Context: an optimization exercise on an open-source flow, tuned for small area, a short achievable clock period and few clock cycles per item. The choices shown serve that exercise and are no tape-out recipe.

==> 11-05 <==
==> flow/design.v <==
`timescale 1ns / 1ps
package fsa_pkg;
   localparam int STEP_LEN_WIDTH   = 25;
   localparam int STEP_LIM_WIDTH   = 8;
   localparam int REM_WIDTH        = 24;
   localparam int DROP_TIME_WIDTH  = 48;
   localparam int COUNT_WIDTH      = 32;
   localparam int ELAPSED_WIDTH    = 32;
   localparam int BLEND_WIDTH      = 17;
   localparam int CSR_INDEX_WIDTH  = 4;
   localparam int CSR_DATA_WIDTH   = 25;
   localparam logic [STEP_LEN_WIDTH-1:0] STEP_LENGTH_MIN   = 25'd65536;
   localparam logic [STEP_LEN_WIDTH-1:0] STEP_LENGTH_MAX   = 25'd16777216;
   localparam logic [STEP_LEN_WIDTH-1:0] STEP_LENGTH_RESET = 25'd279620;
   localparam logic [STEP_LIM_WIDTH-1:0] STEP_LIMIT_RESET  = 8'd5;
   localparam logic [CSR_INDEX_WIDTH-1:0] REG_STEP_LENGTH = 4'd0;
   localparam logic [CSR_INDEX_WIDTH-1:0] REG_STEP_LIMIT  = 4'd1;
endpackage
`timescale 1ns / 1ps
`timescale 1ns / 1ps
import fsa_pkg::*;
module fixed_step_accumulator (
   input  logic                                 clock,
   input  logic                                 reset,
   input  logic                                 req_valid,
   output logic                                 req_ready,
   input  logic                                 req_operation,
   input  logic signed [fsa_pkg::ELAPSED_WIDTH-1:0] req_elapsed,
   output logic                                 rsp_valid,
   input  logic                                 rsp_ready,
   output logic [fsa_pkg::STEP_LIM_WIDTH-1:0]   rsp_step_count,
   output logic                                 rsp_dropped,
   output logic [fsa_pkg::BLEND_WIDTH-1:0]      rsp_blend_fraction,
   output logic [fsa_pkg::COUNT_WIDTH-1:0]      rsp_drop_count,
   output logic [fsa_pkg::DROP_TIME_WIDTH-1:0]  rsp_dropped_time,
   output logic [fsa_pkg::COUNT_WIDTH-1:0]      rsp_total_steps,
   input  logic                                 csr_valid,
   output logic                                 csr_ready,
   input  logic [fsa_pkg::CSR_INDEX_WIDTH-1:0]  csr_index,
   input  logic [fsa_pkg::CSR_DATA_WIDTH-1:0]   csr_data
);
   localparam int J    = 1;
   localparam int BPC  = 2 * J;                      
   localparam int NFC  = 16 / BPC;                   
   localparam int NIC  = (8 + BPC - 1) / BPC;        
   localparam int MW   = NIC * BPC;                  
   localparam int QW   = MW + 16;                    
   localparam int CW   = 3;
   localparam logic [2:0] ST_IDLE = 3'd0;
   localparam logic [2:0] ST_INT  = 3'd1;
   localparam logic [2:0] ST_FRAC = 3'd2;
   localparam logic [2:0] ST_CLR  = 3'd3;
   localparam logic [2:0] ST_DROP = 3'd4;
   logic [STEP_LEN_WIDTH-1:0] step_ff;
   logic [STEP_LIM_WIDTH-1:0] limit_ff;
   logic [25:0]               step3_ff;      
   logic [STEP_LEN_WIDTH-1:0] csr_len;
   logic [STEP_LIM_WIDTH-1:0] csr_lim;
   logic [REM_WIDTH-1:0]       rem_ff;
   logic [DROP_TIME_WIDTH-1:0] disc_ff;
   logic [COUNT_WIDTH-1:0]     drops_ff;
   logic [COUNT_WIDTH-1:0]     total_ff;
   logic [2:0]    st_ff;
   logic [CW-1:0] cnt_ff;
   logic          first_ff;
   logic [31:0]   rw_ff;       
   logic [QW-1:0] qs_ff;       
   logic [MW-1:0] lsh_ff;      
   logic          tight_ff;
   logic          dc_ff;       
   logic                      rsp_valid_ff;
   logic [STEP_LIM_WIDTH-1:0] out_steps_ff;
   logic                      out_drop_ff;
   logic [15:0]               out_blend_ff;
   always_comb begin
      csr_len = csr_data[STEP_LEN_WIDTH-1:0];
      if (csr_len < STEP_LENGTH_MIN) begin
         csr_len = STEP_LENGTH_MIN;
      end else if (csr_len > STEP_LENGTH_MAX) begin
         csr_len = STEP_LENGTH_MAX;
      end
      csr_lim = csr_data[STEP_LIM_WIDTH-1:0];
      if (csr_lim == '0) begin
         csr_lim = 8'd1;
      end
   end
   assign csr_ready = 1'b1;
   logic [2:0] nbc;
   always_comb begin
      int bl;
      bl = 1;
      for (int b = 0; b < 8; b++) begin
         if (limit_ff[b]) bl = b + 1;
      end
      nbc = 3'((bl + BPC - 1) / BPC);
   end
   logic [31:0]   r_s [0:J];
   logic [QW-1:0] q_s [0:J];
   logic          t_s [0:J];
   logic          clamp;
   assign clamp  = (st_ff == ST_INT);
   assign r_s[0] = rw_ff;
   assign q_s[0] = qs_ff;
   assign t_s[0] = tight_ff;
   for (genvar i = 0; i < J; i++) begin : g_step
      logic [31:0] t;
      logic [32:0] d1, d2, d3;
      logic        f1, f2, f3;
      logic [1:0]  m;
      logic        ct;
      logic        s1, s2, s3;
      assign t  = {r_s[i][29:0], q_s[i][QW-1:QW-2]};
      assign d1 = {1'b0, t} - {8'd0, step_ff};
      assign d2 = {1'b0, t} - {7'd0, step_ff, 1'b0};
      assign d3 = {1'b0, t} - {7'd0, step3_ff};
      assign f1 = !d1[32];
      assign f2 = !d2[32];
      assign f3 = !d3[32];
      assign m  = lsh_ff[MW-1-2*i -: 2];
      assign ct = clamp && t_s[i];
      assign s3 = f3 && (!ct || (m == 2'd3));
      assign s2 = f2 && !s3 && (!ct || m[1]);
      assign s1 = f1 && !s3 && !s2 && (!ct || (m != 2'd0));
      assign r_s[i+1] = s3 ? d3[31:0] : s2 ? d2[31:0] : s1 ? d1[31:0] : t;
      assign q_s[i+1] = {q_s[i][QW-3:0], s3 || s2, s3 || s1};
      assign t_s[i+1] = t_s[i] && ((m == 2'd0) || (m == 2'd1 && f1) ||
                                   (m == 2'd2 && f2) || (m == 2'd3 && f3));
   end
   logic adv;
   logic fin;
   logic emit;
   logic accept;
   logic drop;
   logic dchk;
   logic int_last;
   logic frac_last;
   logic drop_last;
   assign adv       = !(rsp_valid_ff && !rsp_ready);
   assign int_last  = (st_ff == ST_INT) && (cnt_ff == '0);
   assign frac_last = (st_ff == ST_FRAC) && (cnt_ff == '0);
   assign drop_last = (st_ff == ST_DROP) && (cnt_ff == '0);
   assign dchk      = (st_ff == ST_FRAC) && first_ff;
   assign drop      = tight_ff && (rw_ff >= 32'(step_ff));
   assign fin       = (st_ff == ST_CLR) || frac_last || drop_last;
   assign emit      = fin && adv;
   assign req_ready = (st_ff == ST_IDLE) || (fin && !rsp_valid_ff);
   assign accept    = req_valid && req_ready;
   logic [31:0] a_sum;
   assign a_sum = 32'(rem_ff) + (req_elapsed[31] ? 32'd0 : {1'b0, req_elapsed[30:0]});
   logic [31:0]   rw_ld;
   logic [QW-1:0] qs_ld;
   logic [MW-1:0] lsh_ld;
   always_comb begin
      rw_ld  = a_sum;
      qs_ld  = '0;
      lsh_ld = '0;
      for (int c = 1; c <= NIC; c++) begin
         if (nbc == 3'(c)) begin
            rw_ld  = a_sum >> (c * BPC);
            qs_ld  = QW'(a_sum) << (QW - c * BPC);
            lsh_ld = MW'(limit_ff) << (MW - c * BPC);
         end
      end
   end
   always_ff @(posedge clock) begin
      if (reset) begin
         step_ff  <= STEP_LENGTH_RESET;
         limit_ff <= STEP_LIMIT_RESET;
      end else if (csr_valid) begin
         if (csr_index == REG_STEP_LENGTH) begin
            step_ff <= csr_len;
         end
         if (csr_index == REG_STEP_LIMIT) begin
            limit_ff <= csr_lim;
         end
      end
   end
   always_ff @(posedge clock) begin
      step3_ff <= 26'(step_ff) + {step_ff, 1'b0};
   end
   logic [16:0] dpart;
   assign dpart = {1'b0, disc_ff[15:0]} + {1'b0, rw_ff[15:0]} + {16'd0, dc_ff && !dchk};
   always_ff @(posedge clock) begin
      if (reset) begin
         st_ff <= ST_IDLE;
      end else if (accept) begin
         st_ff    <= req_operation ? ST_CLR : ST_INT;
         cnt_ff   <= CW'(nbc - 3'd1);
         rw_ff    <= rw_ld;
         qs_ff    <= qs_ld;
         lsh_ff   <= lsh_ld;
         tight_ff <= 1'b1;
      end else if (adv) begin
         unique case (st_ff)
            ST_INT: begin
               rw_ff    <= r_s[J];
               qs_ff    <= q_s[J];
               lsh_ff   <= lsh_ff << BPC;
               tight_ff <= t_s[J];
               cnt_ff   <= cnt_ff - 1'b1;
               first_ff <= 1'b1;
               if (cnt_ff == '0) begin
                  st_ff  <= ST_FRAC;
                  cnt_ff <= CW'(NFC - 1);
               end
            end
            ST_FRAC: begin
               first_ff <= 1'b0;
               if (dchk && drop) begin
                  st_ff  <= ST_DROP;
                  cnt_ff <= CW'(1);
                  rw_ff  <= rw_ff >> 16;
                  dc_ff  <= dpart[16];
               end else begin
                  rw_ff  <= r_s[J];
                  qs_ff  <= q_s[J];
                  cnt_ff <= cnt_ff - 1'b1;
                  if (cnt_ff == '0) begin
                     st_ff <= ST_IDLE;
                  end
               end
            end
            ST_DROP: begin
               rw_ff  <= rw_ff >> 16;
               dc_ff  <= dpart[16];
               cnt_ff <= cnt_ff - 1'b1;
               if (cnt_ff == '0) begin
                  st_ff <= ST_IDLE;
               end
            end
            ST_CLR: begin
               st_ff <= ST_IDLE;
            end
            default: begin
               st_ff <= ST_IDLE;
            end
         endcase
      end
   end
   always_ff @(posedge clock) begin
      if (reset) begin
         rem_ff       <= '0;
         disc_ff      <= '0;
         drops_ff     <= '0;
         total_ff     <= '0;
         rsp_valid_ff <= 1'b0;
      end else begin
         if (accept && req_operation) begin
            rem_ff <= '0;
         end
         if (adv && int_last) begin
            out_steps_ff <= q_s[J][7:0];
         end
         if (adv && dchk) begin
            rem_ff <= drop ? '0 : rw_ff[REM_WIDTH-1:0];
         end
         if (adv && ((dchk && drop) || (st_ff == ST_DROP))) begin
            if (drop_last && dpart[16]) begin
               disc_ff <= '1;
            end else begin
               disc_ff <= {dpart[15:0], disc_ff[DROP_TIME_WIDTH-1:16]};
            end
         end
         if (emit) begin
            rsp_valid_ff <= 1'b1;
            if (st_ff == ST_CLR) begin
               out_steps_ff <= '0;
               out_drop_ff  <= 1'b0;
               out_blend_ff <= '0;
               disc_ff      <= '0;
               drops_ff     <= '0;
            end else begin
               total_ff <= total_ff + COUNT_WIDTH'(out_steps_ff);
               if (st_ff == ST_DROP) begin
                  out_drop_ff  <= 1'b1;
                  out_blend_ff <= '0;
                  if (drops_ff != '1) begin
                     drops_ff <= drops_ff + 1'b1;
                  end
               end else begin
                  out_drop_ff  <= 1'b0;
                  out_blend_ff <= q_s[J][15:0];
               end
            end
         end else if (rsp_ready) begin
            rsp_valid_ff <= 1'b0;
         end
      end
   end
   assign rsp_valid          = rsp_valid_ff;
   assign rsp_step_count     = out_steps_ff;
   assign rsp_dropped        = out_drop_ff;
   assign rsp_blend_fraction = {1'b0, out_blend_ff};
   assign rsp_drop_count     = drops_ff;
   assign rsp_dropped_time   = disc_ff;
   assign rsp_total_steps    = total_ff;
endmodule
==> flow/run.sh <==
#!/bin/bash
# synth_recipe.tcl (not shown) runs the flow's synth.tcl, then flattens the netlist and writes it again
# the make line also repeats each setting of config.mk as NAME=value (left out here)
make -C /OpenROAD-flow-scripts/flow DESIGN_CONFIG=/design/flow/config.mk WORK_HOME=/design/flow/orfs CLKGATE_MAP_FILE= SYNTH_SCRIPT=/design/flow/synth_recipe.tcl finish
==> flow/config.mk <==
export PLATFORM = sky130hd
export DESIGN_NAME = fixed_step_accumulator
export DESIGN_NICKNAME = fixed_step_accumulator
export VERILOG_FILES = /design/flow/design.v
export SDC_FILE = /design/flow/constraint.sdc
export NUM_CORES = 4
export LEC_CHECK = 0
export ABC_CLOCK_PERIOD_IN_PS = 3000
export CAP_MARGIN = 20
export CORE_MARGIN = 2
export CORE_UTILIZATION = 40
export SETUP_SLACK_MARGIN = 3
export SLEW_MARGIN = 20
==> flow/constraint.sdc <==
create_clock -name core_clock -period 10.0 [get_ports {clock}]
set_input_delay 2.0000 -clock core_clock [delete_from_list [all_inputs] [get_ports {clock}]]
set_output_delay 2.0000 -clock core_clock [all_outputs]
set_load 0.01 [all_outputs]
==> 06-02 (differences from 11-05) <==
==> flow/design.v, changed modules only <==
module fsa_bk_add #(
   parameter int N = 32
) (
   input  logic [N-1:0] a,
   input  logic [N-1:0] b,
   input  logic         cin,
   output logic [N-1:0] s,
   output logic         cout
);
   logic [N-1:0] p;
   logic [N-1:0] gg;
   logic [N-1:0] pp;
   always_comb begin
      p  = a ^ b;
      gg = a & b;
      pp = p;
      gg[0] = gg[0] | (p[0] & cin);
      for (int k = 0; (1 << k) < N; k++) begin
         for (int i = (2 << k) - 1; i < N; i += (2 << k)) begin
            gg[i] = gg[i] | (pp[i] & gg[i - (1 << k)]);
            pp[i] = pp[i] & pp[i - (1 << k)];
         end
      end
      for (int k = 5; k >= 0; k--) begin
         for (int i = 3 * (1 << k) - 1; i < N; i += (2 << k)) begin
            gg[i] = gg[i] | (pp[i] & gg[i - (1 << k)]);
         end
      end
      s[0] = p[0] ^ cin;
      for (int i = 1; i < N; i++) begin
         s[i] = p[i] ^ gg[i - 1];
      end
      cout = gg[N - 1];
   end
endmodule
module fixed_step_accumulator (
   input  logic                                 clock,
   input  logic                                 reset,
   input  logic                                 req_valid,
   output logic                                 req_ready,
   input  logic                                 req_operation,
   input  logic signed [fsa_pkg::ELAPSED_WIDTH-1:0] req_elapsed,
   output logic                                 rsp_valid,
   input  logic                                 rsp_ready,
   output logic [fsa_pkg::STEP_LIM_WIDTH-1:0]   rsp_step_count,
   output logic                                 rsp_dropped,
   output logic [fsa_pkg::BLEND_WIDTH-1:0]      rsp_blend_fraction,
   output logic [fsa_pkg::COUNT_WIDTH-1:0]      rsp_drop_count,
   output logic [fsa_pkg::DROP_TIME_WIDTH-1:0]  rsp_dropped_time,
   output logic [fsa_pkg::COUNT_WIDTH-1:0]      rsp_total_steps,
   input  logic                                 csr_valid,
   output logic                                 csr_ready,
   input  logic [fsa_pkg::CSR_INDEX_WIDTH-1:0]  csr_index,
   input  logic [fsa_pkg::CSR_DATA_WIDTH-1:0]   csr_data
);
   localparam int J    = 1;
   localparam int BPC  = 2 * J;                      
   localparam int NFC  = 16 / BPC;                   
   localparam int NIC  = (8 + BPC - 1) / BPC;        
   localparam int MW   = NIC * BPC;                  
   localparam int QW   = MW;                         
   localparam int CW   = 3;
   localparam logic [2:0] ST_IDLE = 3'd0;
   localparam logic [2:0] ST_INT  = 3'd1;
   localparam logic [2:0] ST_FRAC = 3'd2;
   localparam logic [2:0] ST_CLR  = 3'd3;
   localparam logic [2:0] ST_DROP = 3'd4;
   logic [STEP_LEN_WIDTH-1:0] step_ff;
   logic [STEP_LIM_WIDTH-1:0] limit_ff;
   logic [25:0]               step3_ff;      
   logic [STEP_LEN_WIDTH-1:0] csr_len;
   logic [STEP_LIM_WIDTH-1:0] csr_lim;
   logic [REM_WIDTH-1:0]       rem_ff;
   logic [DROP_TIME_WIDTH-1:0] disc_ff;
   logic [COUNT_WIDTH-1:0]     drops_ff;
   logic [COUNT_WIDTH-1:0]     total_ff;
   logic        buf_ff;
   logic        bop_ff;
   logic [30:0] bel_ff;
   logic [2:0]    st_ff;
   logic [CW-1:0] cnt_ff;
   logic          first_ff;
   logic [31:0]   rw_ff;       
   logic [QW-1:0] qs_ff;       
   logic          tight_ff;
   logic          dc_ff;       
   logic                      rsp_valid_ff;
   logic [STEP_LIM_WIDTH-1:0] out_steps_ff;
   logic                      out_drop_ff;
   logic [15:0]               out_blend_ff;    
   always_comb begin
      csr_len = csr_data[STEP_LEN_WIDTH-1:0];
      if (csr_len < STEP_LENGTH_MIN) begin
         csr_len = STEP_LENGTH_MIN;
      end else if (csr_len > STEP_LENGTH_MAX) begin
         csr_len = STEP_LENGTH_MAX;
      end
      csr_lim = csr_data[STEP_LIM_WIDTH-1:0];
      if (csr_lim == '0) begin
         csr_lim = 8'd1;
      end
   end
   assign csr_ready = 1'b1;
   logic [2:0] nbc;
   always_comb begin
      int bl;
      bl = 1;
      for (int b = 0; b < 8; b++) begin
         if (limit_ff[b]) bl = b + 1;
      end
      nbc = 3'((bl + BPC - 1) / BPC);
   end
   logic [31:0]   r_s [0:J];
   logic [1:0]    dig [0:J-1];
   logic          t_s [0:J];
   logic          clamp;
   assign clamp  = (st_ff == ST_INT);
   logic [1:0] lsh_dig [0:J-1];
   always_comb begin
      logic [MW-1:0] lw;
      lw = MW'(limit_ff);
      for (int i = 0; i < J; i++) begin
         lsh_dig[i] = 2'd0;
         for (int c = 0; c < NIC; c++) begin
            if (cnt_ff == CW'(c)) begin
               lsh_dig[i] = lw[c*BPC + 2*i +: 2];
            end
         end
      end
   end
   assign r_s[0] = rw_ff;
   assign t_s[0] = tight_ff;
   for (genvar i = 0; i < J; i++) begin : g_step
      logic [31:0] t;
      logic [32:0] d1, d2, d3;
      logic        f1, f2, f3;
      logic [1:0]  m;
      logic        ct;
      logic        s1, s2, s3;
      assign t  = {r_s[i][29:0], clamp ? qs_ff[QW-1-2*i -: 2] : 2'b00};
      assign d1 = {1'b0, t} - {8'd0, step_ff};
      assign d2 = {1'b0, t} - {7'd0, step_ff, 1'b0};
      assign d3 = {1'b0, t} - {7'd0, step3_ff};
      assign f1 = !d1[32];
      assign f2 = !d2[32];
      assign f3 = !d3[32];
      assign m  = lsh_dig[J-1-i];
      assign ct = clamp && t_s[i];
      assign s3 = f3 && (!ct || (m == 2'd3));
      assign s2 = f2 && !s3 && (!ct || m[1]);
      assign s1 = f1 && !s3 && !s2 && (!ct || (m != 2'd0));
      assign r_s[i+1] = s3 ? d3[31:0] : s2 ? d2[31:0] : s1 ? d1[31:0] : t;
      assign dig[i]   = {s3 || s2, s3 || s1};
      assign t_s[i+1] = t_s[i] && ((m == 2'd0) || (m == 2'd1 && f1) ||
                                   (m == 2'd2 && f2) || (m == 2'd3 && f3));
   end
   logic [BPC-1:0] digs;
   always_comb begin
      for (int i = 0; i < J; i++) begin
         digs[BPC-1-2*i -: 2] = dig[i];
      end
   end
   logic [QW-1:0] qs_nx;
   logic [15:0]   bl_nx;
   assign qs_nx = {qs_ff[QW-1-BPC:0], digs};
   assign bl_nx = {out_blend_ff[15-BPC:0], digs};
   logic adv;
   logic fin;
   logic emit;
   logic start;
   logic drop;
   logic dchk;
   logic int_last;
   logic frac_last;
   logic drop_last;
   assign adv       = !(rsp_valid_ff && !rsp_ready);
   assign int_last  = (st_ff == ST_INT) && (cnt_ff == '0);
   assign frac_last = (st_ff == ST_FRAC) && (cnt_ff == '0);
   assign drop_last = (st_ff == ST_DROP) && (cnt_ff == '0);
   assign dchk      = (st_ff == ST_FRAC) && first_ff;
   logic [31:0] dcmp_s;
   logic        rw_ge_s;
   fsa_bk_add #(.N(32)) u_dcmp (
      .a(rw_ff), .b(~{7'd0, step_ff}), .cin(1'b1), .s(dcmp_s), .cout(rw_ge_s)
   );
   assign drop      = tight_ff && rw_ge_s;
   assign fin       = (st_ff == ST_CLR) || frac_last || drop_last;
   assign emit      = fin && adv;
   assign start     = buf_ff && ((st_ff == ST_IDLE) || emit);
   assign req_ready = !buf_ff;
   logic [31:0] a_sum;
   assign a_sum = 32'(rem_ff) + 32'(bel_ff);
   logic [31:0]   rw_ld;
   logic [QW-1:0] qs_ld;
   always_comb begin
      rw_ld  = a_sum;
      qs_ld  = '0;
      for (int c = 1; c <= NIC; c++) begin
         if (nbc == 3'(c)) begin
            rw_ld  = a_sum >> (c * BPC);
            qs_ld  = QW'(a_sum) << (QW - c * BPC);
         end
      end
   end
   always_ff @(posedge clock) begin
      if (reset) begin
         step_ff  <= STEP_LENGTH_RESET;
         limit_ff <= STEP_LIMIT_RESET;
      end else if (csr_valid) begin
         if (csr_index == REG_STEP_LENGTH) begin
            step_ff <= csr_len;
         end
         if (csr_index == REG_STEP_LIMIT) begin
            limit_ff <= csr_lim;
         end
      end
   end
   logic [25:0] step3;
   logic        step3_co;
   fsa_bk_add #(.N(26)) u_step3 (
      .a({1'b0, step_ff}), .b({step_ff, 1'b0}), .cin(1'b0), .s(step3), .cout(step3_co)
   );
   always_ff @(posedge clock) begin
      step3_ff <= step3;
   end
   always_ff @(posedge clock) begin
      if (reset) begin
         buf_ff <= 1'b0;
      end else if (req_valid && !buf_ff) begin
         buf_ff <= 1'b1;
         bop_ff <= req_operation;
         bel_ff <= req_elapsed[31] ? 31'd0 : req_elapsed[30:0];
      end else if (start) begin
         buf_ff <= 1'b0;
      end
   end
   logic [16:0] dpart;
   fsa_bk_add #(.N(16)) u_dpart (
      .a(disc_ff[15:0]), .b(rw_ff[15:0]), .cin(dc_ff && !dchk),
      .s(dpart[15:0]), .cout(dpart[16])
   );
   logic [COUNT_WIDTH-1:0] tsum;
   logic                   tsum_co;
   fsa_bk_add #(.N(COUNT_WIDTH)) u_tsum (
      .a(total_ff), .b({24'd0, out_steps_ff}), .cin(1'b0), .s(tsum), .cout(tsum_co)
   );
   always_ff @(posedge clock) begin
      if (reset) begin
         st_ff <= ST_IDLE;
      end else if (start) begin
         st_ff    <= bop_ff ? ST_CLR : ST_INT;
         cnt_ff   <= CW'(nbc - 3'd1);
         rw_ff    <= rw_ld;
         qs_ff    <= qs_ld;
         tight_ff <= 1'b1;
      end else if (adv) begin
         unique case (st_ff)
            ST_INT: begin
               rw_ff    <= r_s[J];
               qs_ff    <= qs_nx;
               tight_ff <= t_s[J];
               cnt_ff   <= cnt_ff - 1'b1;
               first_ff <= 1'b1;
               if (cnt_ff == '0) begin
                  st_ff  <= ST_FRAC;
                  cnt_ff <= CW'(NFC - 1);
               end
            end
            ST_FRAC: begin
               first_ff <= 1'b0;
               if (dchk && drop) begin
                  st_ff  <= ST_DROP;
                  cnt_ff <= CW'(1);
                  rw_ff  <= rw_ff >> 16;
                  dc_ff  <= dpart[16];
               end else begin
                  rw_ff  <= r_s[J];
                  cnt_ff <= cnt_ff - 1'b1;
                  if (cnt_ff == '0) begin
                     st_ff <= ST_IDLE;
                  end
               end
            end
            ST_DROP: begin
               rw_ff  <= rw_ff >> 16;
               dc_ff  <= dpart[16];
               cnt_ff <= cnt_ff - 1'b1;
               if (cnt_ff == '0) begin
                  st_ff <= ST_IDLE;
               end
            end
            ST_CLR: begin
               st_ff <= ST_IDLE;
            end
            default: begin
               st_ff <= ST_IDLE;
            end
         endcase
      end
   end
   always_ff @(posedge clock) begin
      if (reset) begin
         rem_ff       <= '0;
         disc_ff      <= '0;
         drops_ff     <= '0;
         total_ff     <= '0;
         rsp_valid_ff <= 1'b0;
      end else begin
         if (start && bop_ff) begin
            rem_ff <= '0;
         end
         if (adv && int_last) begin
            out_steps_ff <= 8'(qs_nx);
         end
         if (adv && (st_ff == ST_FRAC)) begin
            out_blend_ff <= bl_nx;
         end
         if (adv && dchk) begin
            rem_ff <= drop ? '0 : rw_ff[REM_WIDTH-1:0];
         end
         if (adv && ((dchk && drop) || (st_ff == ST_DROP))) begin
            if (drop_last && dpart[16]) begin
               disc_ff <= '1;
            end else begin
               disc_ff <= {dpart[15:0], disc_ff[DROP_TIME_WIDTH-1:16]};
            end
         end
         if (emit) begin
            rsp_valid_ff <= 1'b1;
            if (st_ff == ST_CLR) begin
               out_steps_ff <= '0;
               out_drop_ff  <= 1'b0;
               out_blend_ff <= '0;
               disc_ff      <= '0;
               drops_ff     <= '0;
            end else begin
               total_ff <= tsum;
               if (st_ff == ST_DROP) begin
                  out_drop_ff  <= 1'b1;
                  out_blend_ff <= '0;
                  if (drops_ff != '1) begin
                     drops_ff <= drops_ff + 1'b1;
                  end
               end else begin
                  out_drop_ff  <= 1'b0;
               end
            end
         end else if (rsp_ready) begin
            rsp_valid_ff <= 1'b0;
         end
      end
   end
   assign rsp_valid          = rsp_valid_ff;
   assign rsp_step_count     = out_steps_ff;
   assign rsp_dropped        = out_drop_ff;
   assign rsp_blend_fraction = {1'b0, out_blend_ff};
   assign rsp_drop_count     = drops_ff;
   assign rsp_dropped_time   = disc_ff;
   assign rsp_total_steps    = total_ff;
endmodule
==> flow/flow/run.sh (new file) <==
#!/bin/bash
set -euo pipefail
bash standard.sh SETUP_SLACK_MARGIN=6 finish > standard_make.log 2>&1
==> flow/standard.sh (new file) <==
#!/bin/bash
# synth_recipe.tcl (not shown) runs the flow's synth.tcl, then flattens the netlist and writes it again
# the make line also repeats each setting of config.mk as NAME=value (left out here)
make -C /OpenROAD-flow-scripts/flow DESIGN_CONFIG=/design/flow/config.mk WORK_HOME=/design/flow/orfs CLKGATE_MAP_FILE= SYNTH_SCRIPT=/design/flow/synth_recipe.tcl "${@:-finish}"
- ABC_CLOCK_PERIOD_IN_PS: 3000 -> unset
- SETUP_SLACK_MARGIN: 3 -> unset
removed: flow/run.sh
==> results.cfg <==
[synth]
synth_seq_area_share_pct = 31.9
synth_compound_area_share_pct = 25.6
yosysWarnings = 4
synthMuxAreaShare_pct = 0.695

[critical_path]
crit_top_cell = o21ai_0
crit_end = rw_ff[12]
worst-path-buf-inv = 2

[route]
dr_total_vias = 20600
drtIter0Drc = 1939

[clock_network]
ctsResizeCount = 0

[floorplanning]
coreArea_mm2 = 0.0528

[finish]
fillers = 5118
buffer_area_share_pct = 8.80

[outcome]
status = timing/DRC/antenna clean
-- figures above: 11-05

==> results.cfg <==
[clock_network]
ctsResizeCount = 104

[critical_path]
worstPathMaxFanout = 9
worst-path-buf-inv = 0
regToRegSetupSlack_ns = 5.78
crit_end = disc_ff[26]

[finish]
multi_input_area_mm2 = 0.0150
buffer_area_share_pct = 12.0

[synth]
synth_simple_gate_area_share_pct = 18.5
synth_compound_area_share_pct = 23.4
yosysWarnings = 8
synth_seq_area_share_pct = 32.6
syn_nets = 2817

[job]
cap_violations = 0

[route]
dr_total_vias = 21300
drtIter0Drc = 1812

[floorplanning]
coreArea_mm2 = 0.0538

[outcome]
status = timing/DRC/antenna clean
-- figures above: 06-02

No run of this note included a check of the RTL's function; only the layout flow was run.

-- afterwards: timing with drivers on the ports --
In the flow no input, the clock included, has a driving cell. The finished layouts below were timed again as built, in two steps. Step 1 (the two cells are an assumption about what drives the block):
set clk [get_ports {clock}]
set_driving_cell -lib_cell sky130_fd_sc_hd__clkbuf_16 $clk
set_driving_cell -lib_cell sky130_fd_sc_hd__buf_2 [delete_from_list [all_inputs] $clk]
Step 2 times the ports against the registers' clock, not the clock port: input delays grow and output delays shrink by t, the midpoint of the rising clock arrivals with the driver on. Three values: no drivers, after step 1, after step 2; two values: the first two.
run | shift t [ns] | setup slack, ns | hold WS [ns]
11-05 | 0.615 | 4.269 / 4.300 / 3.685 | 0.475 / 0.475 / 0.475
06-02 | 0.625 | 5.781 / 5.781 / 5.566 | 0.479 / 0.479 / 0.479
After both steps every run listed still meets setup and hold. The setup slack of 11-05, which loses most, moves by +0.031 ns with the drivers and by -0.584 ns with both steps.
